This is an optimization exercise on Yosys and OpenROAD, whose aim is a short achievable clock period and few clock cycles, not a production implementation.
In this exercise RTL edits were held to simulation tests only and were not proved equivalent to the original.

==> flow/design.v <==
package acc_pkg;
  localparam int WORD_BITS = 32;
  localparam int LANE_BITS = 8;
  localparam int LANES     = WORD_BITS / LANE_BITS;
  localparam int ADDR_WIDTH_DEF = 32;
  localparam int CNT_WIDTH_DEF  = 8;
  typedef logic [WORD_BITS-1:0]        word_t;
  typedef logic signed [LANE_BITS-1:0] lane_t;
  typedef enum logic [2:0] {
    ST_IDLE,
    ST_FETCH,
    ST_MAC,
    ST_WRITE,
    ST_DONE
  } acc_state_e;
  function automatic word_t byte_rev(input word_t w);
    word_t r;
    for (int b = 0; b < LANES; b++) begin
      r[b*LANE_BITS +: LANE_BITS] = w[(LANES-1-b)*LANE_BITS +: LANE_BITS];
    end
    byte_rev = r;
  endfunction
endpackage
`timescale 1ns/100ps
module acc_top #(
  parameter int ADDR_WIDTH = acc_pkg::ADDR_WIDTH_DEF,
  parameter int CNT_WIDTH  = acc_pkg::CNT_WIDTH_DEF
) (
  input  logic                  ap_clk,
  input  logic                  ap_rst_n,
  input  logic                  ap_start,
  output logic                  ap_idle,
  output logic                  ap_ready,
  output logic                  ap_done,
  input  logic [ADDR_WIDTH-1:0] ifm_addr_base,
  input  logic [ADDR_WIDTH-1:0] wgt_addr_base,
  input  logic [ADDR_WIDTH-1:0] ofm_addr_base,
  input  logic [CNT_WIDTH-1:0]  cfg_ci,
  input  logic [CNT_WIDTH-1:0]  cfg_co,
  output logic                  ifm_rd_req,
  output logic [ADDR_WIDTH-1:0] ifm_rd_addr,
  input  logic                  ifm_rd_valid,
  input  acc_pkg::word_t        ifm_rd_data,
  output logic                  wgt_rd_req,
  output logic [ADDR_WIDTH-1:0] wgt_rd_addr,
  input  logic                  wgt_rd_valid,
  input  acc_pkg::word_t        wgt_rd_data,
  output logic                  ofm_wr_req,
  output logic [ADDR_WIDTH-1:0] ofm_wr_addr,
  output acc_pkg::word_t        ofm_wr_data,
  input  logic                  ofm_wr_ack
);
  localparam int CW    = CNT_WIDTH;
  localparam int IDEP  = 32;             
  localparam int IPW   = 5;              
  localparam int WDEP  = 16;             
  localparam int WPW   = 4;              
  localparam int RDEP  = 8;              
  localparam int RPW   = 3;              
  logic            idle_q, done_q, init_q;
  logic            lastw_q;              
  logic            accept, done_d;
  assign ap_idle  = idle_q;
  assign ap_done  = done_q;
  assign ap_ready = ap_start && idle_q;
  assign accept   = ap_ready;
  assign done_d   = lastw_q && ofm_wr_ack;
  logic [CW-1:0]   ci_m1_q, co_m1_q;     
  logic            ci_one_q, co_one_q;
  logic            cached_q;             
  logic [ADDR_WIDTH-1:0] ifm_base_q;
  logic [ADDR_WIDTH-1:0] w_addr_q;
  logic [CW-1:0]   wk_q, wc_q;           
  logic            wk_last_q, wc_last_q;
  logic            wr_all_q;             
  logic            w_out_q, w_go_q, w_kick_q;
  logic [WPW:0]    w_cred_q;             
  logic [WPW:0]    w_av_q;               
  logic [RPW:0]    r_cred_q;             
  logic            wreq;
  assign wreq        = (wgt_rd_valid && w_go_q) || w_kick_q;
  assign wgt_rd_req  = wreq;
  assign wgt_rd_addr = w_addr_q;
  logic [ADDR_WIDTH-1:0] i_addr_q;
  logic [CW-1:0]   ik_q, ic_q;
  logic            ik_last_q, ic_last_q;
  logic            ir_all_q;
  logic            i_out_q, i_go_q, i_kick_q;
  logic [IPW:0]    i_cred_q;             
  logic [IPW:0]    i_av_q;               
  logic [IPW-1:0]  i_wp_q, i_rp_q;
  logic            i_wr_q;               
  logic            ireq;
  assign ireq        = (ifm_rd_valid && i_go_q) || i_kick_q;
  assign ifm_rd_req  = ireq;
  assign ifm_rd_addr = i_addr_q;
  acc_pkg::word_t  icache [IDEP];
  acc_pkg::word_t  wq     [WDEP];
  acc_pkg::word_t  rq     [RDEP];
  logic [WPW-1:0]  w_wp_q, w_rp_q;
  logic [RPW-1:0]  r_wp_q, r_rp_q;
  always_ff @(posedge ap_clk) begin
    if (i_wr_q) icache[i_wp_q] <= ifm_rd_data;
    wq[w_wp_q] <= wgt_rd_data;
  end
  logic [CW-1:0]   kc_q;                 
  logic            kc_last_q, cc_first_q;
  logic            i_have_q, w_have_q;
  logic            fire, i_dec;
  assign fire  = (w_have_q || wgt_rd_valid) && (i_have_q || ifm_rd_valid);
  assign i_dec = fire && (!cached_q || cc_first_q);
  localparam int NROW = 4;               
  localparam acc_pkg::word_t BOOTH_K = 32'hFFFD_5800;   
  acc_pkg::word_t  op_i, op_w;
  acc_pkg::word_t  cs_s_q [acc_pkg::LANES];
  acc_pkg::word_t  cs_c_q [acc_pkg::LANES];
  logic            s1_v_q, s1_last_q;
  acc_pkg::word_t  acc_q;
  assign op_i = i_have_q ? icache[i_rp_q] : ifm_rd_data;
  assign op_w = w_have_q ? wq[w_rp_q]     : wgt_rd_data;
  function automatic acc_pkg::word_t csa_s(input acc_pkg::word_t x, input acc_pkg::word_t y,
                                           input acc_pkg::word_t z);
    csa_s = x ^ y ^ z;
  endfunction
  function automatic acc_pkg::word_t csa_c(input acc_pkg::word_t x, input acc_pkg::word_t y,
                                           input acc_pkg::word_t z);
    csa_c = ((x & y) | (x & z) | (y & z)) << 1;
  endfunction
  acc_pkg::word_t  lane_s [acc_pkg::LANES];
  acc_pkg::word_t  lane_c [acc_pkg::LANES];
  always_comb begin
    for (int l = 0; l < acc_pkg::LANES; l++) begin
      acc_pkg::word_t x [NROW+1];
      acc_pkg::word_t s1, c1, s2, c2;
      logic [9:0] a10, m;
      logic       bl, b0, b1, one, two, neg, negp;
      a10  = {{2{op_i[l*8+7]}}, op_i[l*8 +: 8]};
      negp = 1'b0;
      for (int j = 0; j < NROW; j++) begin
        b1  = op_w[l*8 + 2*j + 1];
        b0  = op_w[l*8 + 2*j];
        bl  = (j == 0) ? 1'b0 : op_w[l*8 + 2*j - 1];
        one = b0 ^ bl;
        two = (b1 && !b0 && !bl) || (!b1 && b0 && bl);
        neg = b1 && !(b0 && bl);
        m   = two ? {a10[8:0], 1'b0} : (one ? a10 : 10'd0);
        m   = m ^ {10{neg}};
        x[j] = (32'({~m[9], m[8:0]}) << (2*j)) | ((j == 0) ? 32'd0 : (32'(negp) << (2*j - 2)));
        negp = neg;
      end
      x[NROW] = (32'(negp) << (2*NROW - 2)) | ((l == 0) ? BOOTH_K : 32'd0);
      s1 = csa_s(x[0], x[1], x[2]);
      c1 = csa_c(x[0], x[1], x[2]);
      s2 = csa_s(s1, c1, x[3]);
      c2 = csa_c(s1, c1, x[3]);
      lane_s[l] = csa_s(s2, c2, x[4]);
      lane_c[l] = csa_c(s2, c2, x[4]);
    end
  end
  always_ff @(posedge ap_clk) begin
    for (int l = 0; l < acc_pkg::LANES; l++) begin
      cs_s_q[l] <= lane_s[l];
      cs_c_q[l] <= lane_c[l];
    end
    s1_last_q  <= kc_last_q;
  end
  acc_pkg::word_t acc_d;
  assign acc_d = acc_q +
                 cs_s_q[0] + cs_c_q[0] + cs_s_q[1] + cs_c_q[1] +
                 cs_s_q[2] + cs_c_q[2] + cs_s_q[3] + cs_c_q[3];
  always_ff @(posedge ap_clk) begin
    if (init_q) acc_q <= '0;
    else if (s1_v_q) acc_q <= s1_last_q ? '0 : acc_d;
    if (s1_v_q && s1_last_q) rq[r_wp_q] <= acc_d;
  end
  logic [ADDR_WIDTH-1:0] o_addr_q;
  logic [CW-1:0]   oc_q;
  logic            oc_last_q;
  logic            o_out_q, o_go_q, o_kick_q;
  logic [RPW:0]    r_av_q;               
  acc_pkg::word_t  o_data_q;
  logic            wissue, rpush;
  assign rpush       = s1_v_q && s1_last_q;
  assign wissue      = (ofm_wr_ack && o_go_q) || o_kick_q;
  assign ofm_wr_req  = wissue;
  assign ofm_wr_addr = o_addr_q;
  assign ofm_wr_data = acc_pkg::byte_rev(o_data_q);
  always_ff @(posedge ap_clk) begin
    if (wissue) begin
      o_data_q <= (r_av_q > (RPW+1)'(1)) ? rq[r_rp_q + 1'b1] : acc_d;
    end else if (r_av_q == '0) begin
      o_data_q <= acc_d;
    end
  end
  logic            wr_all_d, w_out_d, wk_last_d, w_cond;
  logic [WPW:0]    w_cred_d, w_av_d;
  logic [RPW:0]    r_cred_d, r_av_d;
  logic            ir_all_d, i_out_d, i_cond;
  logic [IPW:0]    i_cred_d, i_av_d;
  logic            o_out_d, o_cond;
  always_comb begin
    wr_all_d  = wr_all_q || (wreq && wk_last_q && wc_last_q);
    wk_last_d = wreq ? (wk_last_q ? ci_one_q : (wk_q == CW'(1))) : wk_last_q;
    w_out_d   = wreq || (w_out_q && !wgt_rd_valid);
    w_cred_d  = w_cred_q + (WPW+1)'(wreq) - (WPW+1)'(fire);
    w_av_d    = w_av_q + (WPW+1)'(wgt_rd_valid) - (WPW+1)'(fire);
    r_av_d    = r_av_q + (RPW+1)'(rpush) - (RPW+1)'(wissue);
    r_cred_d  = r_cred_q + (RPW+1)'(wreq && wk_last_q) - (RPW+1)'(wissue);
    w_cond    = !wr_all_d && (w_cred_d < (WPW+1)'(WDEP-1)) &&
                (!wk_last_d || (r_cred_d < (RPW+1)'(RDEP)));
    ir_all_d = ir_all_q || (ireq && ik_last_q && (cached_q || ic_last_q));
    i_out_d  = ireq || (i_out_q && !ifm_rd_valid);
    i_cred_d = i_cred_q + (IPW+1)'(ireq) - (IPW+1)'(i_dec);
    i_av_d   = i_av_q + (IPW+1)'(ifm_rd_valid) - (IPW+1)'(i_dec);
    i_cond   = !ir_all_d && (cached_q || (i_cred_d < (IPW+1)'(IDEP-1)));
    o_out_d  = wissue || (o_out_q && !ofm_wr_ack);
    o_cond   = (r_av_d != '0);
  end
  logic cached_in;
  assign cached_in = (cfg_ci != '0) && (cfg_ci <= CW'(IDEP));
  always_ff @(posedge ap_clk or negedge ap_rst_n) begin
    if (!ap_rst_n) begin
      idle_q  <= 1'b1;
      done_q  <= 1'b0;
      init_q  <= 1'b1;
      lastw_q <= 1'b0;
      o_out_q <= 1'b0;
    end else begin
      idle_q  <= !accept && (idle_q || done_d);
      done_q  <= done_d;
      init_q  <= !accept && (idle_q || done_d || (lastw_q && !ofm_wr_ack) || (wissue && oc_last_q));
      lastw_q <= (wissue && oc_last_q) || (lastw_q && !ofm_wr_ack);
      o_out_q <= o_out_d;
    end
  end
  always_ff @(posedge ap_clk or negedge ap_rst_n) begin
    if (!ap_rst_n) begin
      w_out_q   <= 1'b0; w_go_q <= 1'b0; w_kick_q <= 1'b0;
      i_out_q   <= 1'b0; i_go_q <= 1'b0; i_kick_q <= 1'b0; i_wr_q <= 1'b1;
      o_go_q    <= 1'b0; o_kick_q <= 1'b0;
      wr_all_q  <= 1'b0; ir_all_q <= 1'b0;
      w_cred_q  <= '0; w_av_q <= '0; r_cred_q <= '0; r_av_q <= '0;
      i_cred_q  <= '0; i_av_q <= '0;
      w_have_q  <= 1'b0; i_have_q <= 1'b0;
      w_wp_q    <= '0; w_rp_q <= '0; r_wp_q <= '0; r_rp_q <= '0;
      i_wp_q    <= '0; i_rp_q <= '0;
      wk_q      <= '0; wc_q <= '0; wk_last_q <= 1'b0; wc_last_q <= 1'b0;
      ik_q      <= '0; ic_q <= '0; ik_last_q <= 1'b0; ic_last_q <= 1'b0;
      kc_q      <= '0;
      kc_last_q <= 1'b0; cc_first_q <= 1'b0;
      oc_q      <= '0; oc_last_q <= 1'b0;
      s1_v_q    <= 1'b0;
      cached_q  <= 1'b0;
      ci_m1_q   <= '0; co_m1_q <= '0; ci_one_q <= 1'b0; co_one_q <= 1'b0;
    end else if (init_q) begin
      ci_m1_q   <= cfg_ci - 1'b1;
      co_m1_q   <= cfg_co - 1'b1;
      ci_one_q  <= (cfg_ci == CW'(1));
      co_one_q  <= (cfg_co == CW'(1));
      cached_q  <= cached_in;
      w_out_q   <= 1'b0; w_go_q <= 1'b0; w_kick_q <= accept;
      i_out_q   <= 1'b0; i_go_q <= 1'b0; i_kick_q <= accept; i_wr_q <= 1'b1;
      o_go_q    <= 1'b0; o_kick_q <= 1'b0;
      wr_all_q  <= 1'b0; ir_all_q <= 1'b0;
      w_cred_q  <= '0; w_av_q <= '0; r_cred_q <= '0; r_av_q <= '0;
      i_cred_q  <= '0; i_av_q <= '0;
      w_have_q  <= 1'b0; i_have_q <= 1'b0;
      w_wp_q    <= '0; w_rp_q <= '0; r_wp_q <= '0; r_rp_q <= '0;
      i_wp_q    <= '0; i_rp_q <= '0;
      wk_q      <= cfg_ci - 1'b1; wc_q <= cfg_co - 1'b1;
      wk_last_q <= (cfg_ci == CW'(1)); wc_last_q <= (cfg_co == CW'(1));
      ik_q      <= cfg_ci - 1'b1; ic_q <= cfg_co - 1'b1;
      ik_last_q <= (cfg_ci == CW'(1)); ic_last_q <= (cfg_co == CW'(1));
      kc_q      <= cfg_ci - 1'b1;
      kc_last_q <= (cfg_ci == CW'(1)); cc_first_q <= 1'b1;
      oc_q      <= cfg_co - 1'b1; oc_last_q <= (cfg_co == CW'(1));
      s1_v_q    <= 1'b0;
    end else begin
      w_out_q  <= w_out_d;
      w_go_q   <= w_cond;
      w_kick_q <= w_cond && !w_out_d;
      wr_all_q <= wr_all_d;
      wk_last_q <= wk_last_d;
      if (wreq) begin
        if (wk_last_q) begin
          wk_q      <= ci_m1_q;
          wc_q      <= wc_q - 1'b1;
          wc_last_q <= (wc_q == CW'(1));
        end else begin
          wk_q      <= wk_q - 1'b1;
        end
      end
      w_cred_q <= w_cred_d;
      r_cred_q <= r_cred_d;
      w_av_q   <= w_av_d;
      w_have_q <= (w_av_d != '0);
      if (wgt_rd_valid) w_wp_q <= w_wp_q + 1'b1;
      i_out_q  <= i_out_d;
      i_wr_q   <= !(cached_q && ir_all_d && !i_out_d);
      i_go_q   <= i_cond;
      i_kick_q <= i_cond && !i_out_d;
      ir_all_q <= ir_all_d;
      if (ireq) begin
        if (ik_last_q) begin
          ik_q      <= ci_m1_q;
          ik_last_q <= ci_one_q;
          ic_q      <= ic_q - 1'b1;
          ic_last_q <= (ic_q == CW'(1));
        end else begin
          ik_q      <= ik_q - 1'b1;
          ik_last_q <= (ik_q == CW'(1));
        end
      end
      i_cred_q <= i_cred_d;
      i_av_q   <= i_av_d;
      if (ifm_rd_valid) i_wp_q <= i_wp_q + 1'b1;
      s1_v_q <= fire;
      if (fire) begin
        w_rp_q <= w_rp_q + 1'b1;
        if (kc_last_q) begin
          kc_q       <= ci_m1_q;
          kc_last_q  <= ci_one_q;
          cc_first_q <= 1'b0;
          i_rp_q     <= cached_q ? '0 : i_rp_q + 1'b1;
          i_have_q   <= (i_av_d != '0) || cached_q;
        end else begin
          kc_q       <= kc_q - 1'b1;
          kc_last_q  <= (kc_q == CW'(1));
          i_rp_q     <= i_rp_q + 1'b1;
          i_have_q   <= (i_av_d != '0) || (cached_q && !cc_first_q);
        end
      end else begin
        i_have_q <= (i_av_d != '0) || (cached_q && !cc_first_q);
      end
      o_go_q   <= o_cond;
      o_kick_q <= o_cond && !o_out_d;
      r_av_q   <= r_av_d;
      if (rpush) r_wp_q <= r_wp_q + 1'b1;
      if (wissue) begin
        r_rp_q    <= r_rp_q + 1'b1;
        oc_q      <= oc_q - 1'b1;
        oc_last_q <= (oc_q == CW'(1));
      end
    end
  end
  always_ff @(posedge ap_clk) begin
    if (init_q) begin
      w_addr_q   <= wgt_addr_base;
      i_addr_q   <= ifm_addr_base;
      ifm_base_q <= ifm_addr_base;
      o_addr_q   <= ofm_addr_base;
    end else begin
      if (wreq) w_addr_q <= w_addr_q + ADDR_WIDTH'(4);
      if (ireq) i_addr_q <= (ik_last_q && !cached_q) ? ifm_base_q : i_addr_q + ADDR_WIDTH'(4);
      if (wissue) o_addr_q <= o_addr_q + ADDR_WIDTH'(4);
    end
  end
endmodule
==> flow/flow/run.sh <==
#!/bin/bash
set -euo pipefail
HERE=$(pwd)
MARGIN=7.6
RES=$HERE/orfs/results/$FLOW_PLATFORM/acc_top/base
bash standard.sh synth > synth.log 2>&1
python3 flow/patch_req.py $RES/1_2_yosys.v > patch.log 2>&1
rm -f $RES/1_synth.odb $RES/1_synth.sdc
bash standard.sh SETUP_SLACK_MARGIN=$MARGIN finish > standard.log 2>&1
==> flow/flow/patch_req.py <==
#!/usr/bin/env python3
"""Give each handshake output port that is a two-level function of an input
port a private copy of that function, and keep the input's other loads behind
an inverter pair, so the input-to-output path drives only its own gates.

  wgt_rd_req = (wgt_rd_valid & w_go_q) | w_kick_q   -> nand2 -> nand2b
  ifm_rd_req = (ifm_rd_valid & i_go_q) | i_kick_q   -> nand2 -> nand2b
  ofm_wr_req = (ofm_wr_ack   & o_go_q) | o_kick_q   -> nand2 -> nand2b
  ap_ready   = ap_start & ap_idle (idle_q)          -> and2
(nand2b: Y = A_N | !B.)  The cells synthesis made keep driving the design's own
loads on renamed nets.  Every net keeps its function; registers are untouched.

usage: patch_req.py NETLIST.v  (edited in place)
"""
import re
import sys

REQS = [  # output port, input port, go register net, kick register net
    ("wgt_rd_req", "wgt_rd_valid", "w_go_q", "w_kick_q"),
    ("ifm_rd_req", "ifm_rd_valid", "i_go_q", "i_kick_q"),
    ("ofm_wr_req", "ofm_wr_ack", "o_go_q", "o_kick_q"),
]
AND_PORT = ("ap_ready", "ap_start", "ap_idle")

path = sys.argv[1]
text = open(path).read()
m = re.search(r"\nmodule acc_top\(.*?\nendmodule", text, re.S)
mod = m.group(0)
lines = mod.split("\n")

def pat(net):
    return re.compile(r"\(\s*" + re.escape(net) + r"\s*\)")

def check(net):
    if not pat(net).search(mod):
        sys.exit(f"patch_req: net {net} not found")
    if any(re.match(r"\s*assign\b", ln) and re.search(r"\b" + re.escape(net) + r"\b", ln)
           for ln in lines):
        sys.exit(f"patch_req: {net} appears in an assign")

def move_all(net, new):
    """Every pin connected to net is connected to new instead."""
    p = pat(net)
    hits = 0
    for i, ln in enumerate(lines):
        if re.match(r"\s*\.\w+\s*\(", ln) and p.search(ln):
            lines[i] = p.sub("(" + new + ")", ln)
            hits += 1
    if hits == 0:
        sys.exit(f"patch_req: no pin connects to {net}")

cells, wires = [], []
def cell(kind, name, **pins):
    body = ",\n".join(f"    .{k}({v})" for k, v in pins.items())
    cells.append(f"  sky130_fd_sc_hd__{kind} {name} (\n{body}\n  );")

def isolate_input(inp):
    """Loads of input port inp move behind an inverter pair."""
    check(inp)
    move_all(inp, inp + "_int")
    wires.extend([inp + "_int", inp + "_n"])
    cell("inv_1", inp + "_ia", A=inp, Y=inp + "_n")
    cell("inv_1", inp + "_ib", A=inp + "_n", Y=inp + "_int")

for port, resp, go, kick in REQS:
    for n in (port, go, kick):
        check(n)
    move_all(port, port + "_int")
    wires.extend([port + "_int", port + "_nand"])
    isolate_input(resp)
    cell("nand2_1", port + "_pa", A=resp, B=go, Y=port + "_nand")
    cell("nand2b_1", port + "_pb", A_N=kick, B=port + "_nand", Y=port)

port, inp, reg = AND_PORT
check(port); check(reg)
move_all(port, port + "_int")
wires.append(port + "_int")
isolate_input(inp)
cell("and2_1", port + "_pa", A=inp, B=reg, X=port)

mod2 = "\n".join(lines)
hdr_end = mod2.index(";") + 1
mod2 = mod2[:hdr_end] + "".join(f"\n  wire {w};" for w in wires) + mod2[hdr_end:]
mod2 = mod2[: mod2.rindex("endmodule")] + "\n".join(cells) + "\nendmodule"
text = text[: m.start()] + mod2 + text[m.end():]
open(path, "w").write(text)
print("patch_req: patched", ", ".join([p[0] for p in REQS] + [AND_PORT[0]]))
==> flow/standard.sh <==
#!/bin/bash
# synth_recipe.tcl (not shown) runs the flow's synth.tcl, then flattens the netlist and writes it again
# the make line also repeats each setting of config.mk as NAME=value (left out here)
make -C /OpenROAD-flow-scripts/flow DESIGN_CONFIG=/design/flow/config.mk WORK_HOME=/design/flow/orfs CLKGATE_MAP_FILE= SYNTH_SCRIPT=/design/flow/synth_recipe.tcl "${@:-finish}"
==> flow/config.mk <==
export PLATFORM = sky130hd
export DESIGN_NAME = acc_top
export DESIGN_NICKNAME = acc_top
export VERILOG_FILES = /design/flow/design.v
export SDC_FILE = /design/flow/constraint.sdc
export NUM_CORES = 4
export LEC_CHECK = 0
export CAP_MARGIN = 20
export CORE_MARGIN = 2
export CORE_UTILIZATION = 40
export SLEW_MARGIN = 20
==> flow/constraint.sdc <==
create_clock -name core_clock -period 12.5 [get_ports {ap_clk}]
set_input_delay 2.5000 -clock core_clock [delete_from_list [all_inputs] [get_ports {ap_clk}]]
set_output_delay 2.5000 -clock core_clock [all_outputs]
set_load 0.01 [all_outputs]
==> reports/metrics.yaml, run 1 <==
worst_setup_path:
  end_kind: "output port"
  reg2reg_depth: 16
  cp.arrival_ps: 2840
  cp-start-kind: "input port"
  cp_max_fo: 2
  path_class: "in -> out"
  cp.required_ps: 10000
place:
  post-place-ws_ps: 5120
  post-dp-hpwl_mm: 146
  place_congestion: 0.886
  io_buffers: 315
grt:
  grt_overflow: 0
  grt_max_degree: 188
  grt.total_usage_pct: 20.0
  antenna_found_initial: 26
  grt_pass1_wl_mm: 374
  grt_pass1_vias: 56547
routing:
  drt_iter0_markers: 5453
  wirelength_mm: 258
  drtPass1Iterations: 5
  postRouteAntennaNets: 0
  vias: 56622
  wl_per_cell_um: 25.0
  drc: 0
  vias_per_cell: 5.49
die:
  start_util_pct: 40.2
  die_x_um: 502
  dieArea_mm2: 0.252
  ios: 316
  fp-row-count: 182
  core-area_mm2: 0.246
  die_y_um: 502
clock_tree:
  clk_pin_slew_ps: 60
  cts_tree: "built"
  clkLatencyLatePin_ps: 940
  cts_root_buffer: "clkbuf_16"
  h-tree-depth: 4
  numClockSinks: 2235
  cts_buffers: 227
  cts_buffer_depth: 3
synthesis:
  synth_cells: 6232
  syn_nets: 6803
  syn_area_per_cell_um2: 15.9
  ys_warn_count: 9
  syn_area_mm2: 0.0990
timing:
  holdWs_ps: 478
  tightest_slew_ps: 1080
  rsz0062_at_grt: "yes"
  timing.final.ws_setup_ps: 7160
  finalMaxSlewViolations: 0
  fin_skew_ps: 98.6
  period_share_pct: 42.7
  fin_crit_ps: 5340
  tns_ps: 0
  relSlewSlack_pct: 28.1
  setup_viol: 0
  max_freq_mhz: 187
  hold_viol: 0
layout:
  drive_gt1_share_pct: 20.6
  fin_util_pct: 47.9
  area_delta_synth_final_pct: 19.0
  final_nets: 7356
run:
  maxCapViolations: 0
outcome:
  status: "finished clean"
min_path:
  hp-class: "reg -> reg"
  worstHoldPathCells: 2
==> stage by stage <==
step	std cells	cell area, um2
3_3_place_gp	9709	107000
5_1_grt	10297	118000
3_5_place_dp	9709	107000
6_report	10306	118000
4_1_cts	10215	116000
2_1_floorplan	6232	99600
==> worst paths after layout <==
path	startpoint	end	slack, ps
worst max-delay path	ifm_rd_valid	ifm_rd_req	7160
worst min register to register	acc_q[31]$_SDFFE_PP0P_	acc_q[31]$_SDFFE_PP0P_	480
min in group asynchronous	ap_rst_n	oc_q[6]$_DFFE_PN0N_	1640
worst min-delay path	acc_q[31]$_SDFFE_PP0P_	acc_q[31]$_SDFFE_PP0P_	480
max in group asynchronous	ap_rst_n	w_rp_q[0]$_DFFE_PN0P_	9310
worst max register to register	cs_c_q[2][9]$_DFF_P_	o_data_q[30]$_DFFE_PP_	7540
==> sequential cells by signal (all words and copies together), names as in the netlist, 32 cells and up <==
register	flops
cs_c_q	48
ifm_base_q	32
i_addr_q	32
icache	1024
w_addr_q	32
o_data_q	32
cs_s_q	64
acc_q	32
rq	256
o_addr_q	32
wq	512
==> routing by layer <==
metal  track usage (%)  part of all wire, %  up-vias
met5                 0                0.026        -
met4              4.65                  2.0       10
li1                  -                    -    24892
met3              3.34                  6.8      340
met1              28.3                   44    29511
met2              32.4                   48     1869
==> timing repair <==
action / CTS / global route
gates cloned: 5 / 4
buffers inserted: 76 / 74
hold buffers: 0 / 0
resized for setup: 310 / 251
pin swaps: 32 / 50
endpoints found under the setup margin: 316 / 178
==> placed cells by master (no fill, tap or decap), drive strengths merged, types with 98 or more instances in the layout <==
cell / count
dfrtp: 135
clkdlybuf4s50: 273
clkbuf: 308
mux2i: 301
buf: 326
inv: 368
fa: 162
xnor2: 202
edfxtp: 1952
dfxtp: 145
mux4: 359
xor2: 110
o21ai: 190
a21oi: 262
nand2: 291
ha: 227
nor2: 319
clkinv: 98
a22oi: 114
==> cell type report <==
class	instances	area, um2
sequential	2235	65000
clock inverter	132	1440
timing repair buffer	628	6300
inverter	370	1430
clock buffer	293	6020
multi-input combinational	3323	33400
tap	3312	4140
fill	20754	128000
antenna	13	32.5
==> worst max-delay path: stages <==
cell      delay, ps
buf_6           100
nand2_4          50
nand2b_4         60
buf_6           130
Testbench counts, summed over its fixed seeds: cycles 48,750.
==> run 2: changes to the inputs <==
--- a/flow/flow/patch_req.py
+++ b/flow/flow/patch_req.py
@@ -6,7 +6,7 @@
   wgt_rd_req = (wgt_rd_valid & w_go_q) | w_kick_q   -> nand2 -> nand2b
   ifm_rd_req = (ifm_rd_valid & i_go_q) | i_kick_q   -> nand2 -> nand2b
   ofm_wr_req = (ofm_wr_ack   & o_go_q) | o_kick_q   -> nand2 -> nand2b
-  ap_ready   = ap_start & ap_idle (idle_q)          -> and2
+  ap_ready   = ap_start & ap_idle (idle_q)          -> nand2 -> inv
 (nand2b: Y = A_N | !B.)  The cells synthesis made keep driving the design's own
 loads on renamed nets.  Every net keeps its function; registers are untouched.
 
@@ -74,9 +74,10 @@
 port, inp, reg = AND_PORT
 check(port); check(reg)
 move_all(port, port + "_int")
-wires.append(port + "_int")
+wires.extend([port + "_int", port + "_nand"])
 isolate_input(inp)
-cell("and2_1", port + "_pa", A=inp, B=reg, X=port)
+cell("nand2_1", port + "_pa", A=inp, B=reg, Y=port + "_nand")
+cell("inv_1", port + "_pb", A=port + "_nand", Y=port)
 
 mod2 = "\n".join(lines)
 hdr_end = mod2.index(";") + 1
==> reports/metrics.yaml, run 2 <==
timing:
  timing.final.ws_setup_ps: 7160  # about the same
  fin_crit_ps: 5340  # about the same
  relSlewSlack_pct: 29.3  # was 28.1%
  tns_ps: 0  # unchanged
  finalMaxSlewViolations: 0  # unchanged
  fin_skew_ps: 97.3  # was 98.6 ps
  hold_viol: 0  # unchanged
  max_freq_mhz: 187  # about the same
  period_share_pct: 42.8  # was 42.7%
  tightest_slew_ps: 1060  # was 1080 ps
  rsz0062_at_grt: "yes"  # unchanged
  setup_viol: 0  # unchanged
layout:
  final_nets: 7336  # was 7356
  area_delta_synth_final_pct: 18.7  # was 19.0%
  top_register: "icache"  # unchanged
  postLayoutCellArea_mm2: 0.118  # about the same
  drive_gt1_share_pct: 20.4  # was 20.6%
  final_common_cell: "edfxtp_1"  # unchanged
  largestRegisters: "icache (1024), wq (512), rq (256)"  # unchanged
  layoutNonFillerInstCount: 10279  # was 10306
  nFillCells: 20846  # was 20754
  largest_reg_flops: 1024  # unchanged
  final_cell_mix: "1952 x edfxtp_1, 339 x inv_1, 335 x mux4_2"  # was 1952 x edfxtp_1, 337 x inv_1, 335 x mux4_2
worst_setup_path:
  cp.arrival_ps: 2840  # about the same
  path_class: "in -> out"  # unchanged
  crit_slowest_cell: "buf_6"  # unchanged
  critical_path_buf_inv_count: 2  # unchanged
  cp_max_fo: 2  # unchanged
  cpPeakStageDelay_ps: 130  # about the same
  end_kind: "output port"  # unchanged
  crit_chain: "buf_8 > nand2_4 > nand2b_4 > buf_6"  # was buf_6 > nand2_4 > nand2b_4 > buf_6
  cp_top_family: "buffers and inverters"  # unchanged
  cp.required_ps: 10000  # about the same
  cp-start-kind: "input port"  # unchanged
place:
  place_inst: 9708  # was 9709
  place_area_mm2: 0.107  # about the same
  post-place-ws_ps: 5180  # was 5120 ps
  post-dp-hpwl_mm: 147  # was 146 mm
  io_buffers: 315  # unchanged
  place_congestion: 0.870  # was 0.886
routing:
  drc: 0  # unchanged
  vias: 56613  # was 56622
  wl_per_cell_um: 25.2  # was 25.0 um
  vias_per_cell: 5.51  # was 5.49
  wirelength_mm: 260  # was 258 mm
  postRouteAntennaNets: 0  # unchanged
  drtPass1Iterations: 5  # unchanged
  drt_iter0_markers: 5558  # was 5453
clock_tree:
  cts_hold_buf: 0  # unchanged
  clkLatencyLatePin_ps: 920  # was 940 ps
  cts_buffers: 228  # was 227
  cts_buffer_depth: 3  # unchanged
  cts_root_buffer: "clkbuf_16"  # unchanged
  h-tree-depth: 4  # unchanged
  clk_pin_slew_ps: 60  # about the same
  numClockSinks: 2235  # unchanged
  cts_tree: "built"  # unchanged
die:
  start_util_pct: 40.2  # about the same
  fp-row-count: 182  # unchanged
  die_x_um: 502  # about the same
  core-area_mm2: 0.246  # unchanged
  dieArea_mm2: 0.252  # about the same
  die_y_um: 502  # about the same
  ios: 316  # unchanged
outcome:
  status: "finished clean"  # unchanged
synthesis:
  ys_warn_count: 9  # unchanged
  syn_area_per_cell_um2: 15.9  # about the same
  syn_area_mm2: 0.0990  # about the same
  synth_cells: 6233  # was 6232
  syn_nets: 6804  # was 6803
grt:
  grt.total_usage_pct: 20.2  # was 20.0%
  grt_pass1_wl_mm: 376  # was 374 mm
  antenna_found_initial: 23  # was 26
  grt_pass1_vias: 56129  # was 56547
  grt_overflow: 0  # unchanged
  grt_max_degree: 91  # was 188
min_path:
  hp-class: "reg -> reg"  # unchanged
run:
  maxCapViolations: 0  # unchanged
==> run 2: worst paths after layout <==
path | from | end | slack [ps] | cells past startpoint
worst max-delay path | ifm_rd_valid | ifm_rd_req | 7160 | 4
worst min-delay path | acc_q[31]$_SDFFE_PP0P_ | acc_q[31]$_SDFFE_PP0P_ | 480 | 2
worst max register to register | cs_s_q[1][4]$_DFF_P_ | o_data_q[31]$_DFFE_PP_ | 7490 | 17
worst min register to register | acc_q[31]$_SDFFE_PP0P_ | acc_q[31]$_SDFFE_PP0P_ | 480 | 2
max in group asynchronous | ap_rst_n | i_rp_q[0]$_DFFE_PN0P_ | 9430 | 2
min in group asynchronous | ap_rst_n | ik_q[7]$_DFFE_PN0P_ | 1740 | 1
==> run 2: worst register-to-register path, stage by stage, from the launching register on <==
cell	delay (ps)
dfxtp_2	360
inv_2	50
fa_1	490
inv_2	40
fa_1	470
fa_1	550
fa_2	490
fa_2	400
a211oi_2	310
nor2_2	110
o31ai_4	210
buf_4	160
a21oi_4	80
buf_6	130
o211ai_1	310
mux2i_2	340
nor2_4	120
o21a_1	190
==> run 2: stage by stage <==
step,hold WS (ps),util [%]
global placement,455,43.4
global route,503,47.7
detailed placement,466,43.4
finish,483,47.7
CTS,487,47.3
floorplan,345,-
==> run 2: what timing repair did <==
item,4_1_cts,5_1_grt
resized for setup,316,227
setup buffers,78,52
cloned,4,5
pin swaps,31,64
endpoints found under the setup margin,305,197
==> run 2: cell type report <==
class                      count  area (um2)  share of cell area [%]
tap                         3312        4140                    3.53
inverter                     371        1420                    1.21
clock buffer                 294        6130                    5.22
multi-input combinational   3323       33300                    28.3
timing repair buffer         606        5950                    5.06
clock inverter               132        1580                    1.35
antenna                        6        15.0                  0.0128
sequential                  2235       65000                    55.3
==> run 2: per-layer routing <==
layer | global-route usage [%] | share of wire (%)
met5 | 0 | 0.050
met1 | 28.9 | 44
met3 | 3.55 | 7.3
met4 | 5.03 | 2.4
met2 | 32.0 | 47

re-timing with driven ports:
No port has a modelled driver above. Below, the same layouts with a new extraction and two added sets of constraints. Step 1: set_driving_cell puts a clkbuf_16 on ap_clk and a buf_2 on each other input, an assumption about the parent block. Step 2 times the ports against the registers' clock, not the clock port: input delays grow and output delays shrink by t, the midpoint of the rising clock arrivals with the driver on. Slacks: no drivers / after step 1 / after step 2; pairs: no drivers / after step 1.
run	t, ns	setup slack, ns	hold WS [ns]	cell pins on the clock port's net
run 1	0.974	7.159 / 7.076 / 6.631	0.478 / 0.478 / 0.478	1
run 2	0.959	7.156 / 7.069 / 6.647	0.483 / 0.483 / 0.483	1
After both steps every run listed still meets setup and hold. For run 1, which loses most, drivers alone change the setup slack by -0.083 ns; drivers and shift together by -0.528 ns.
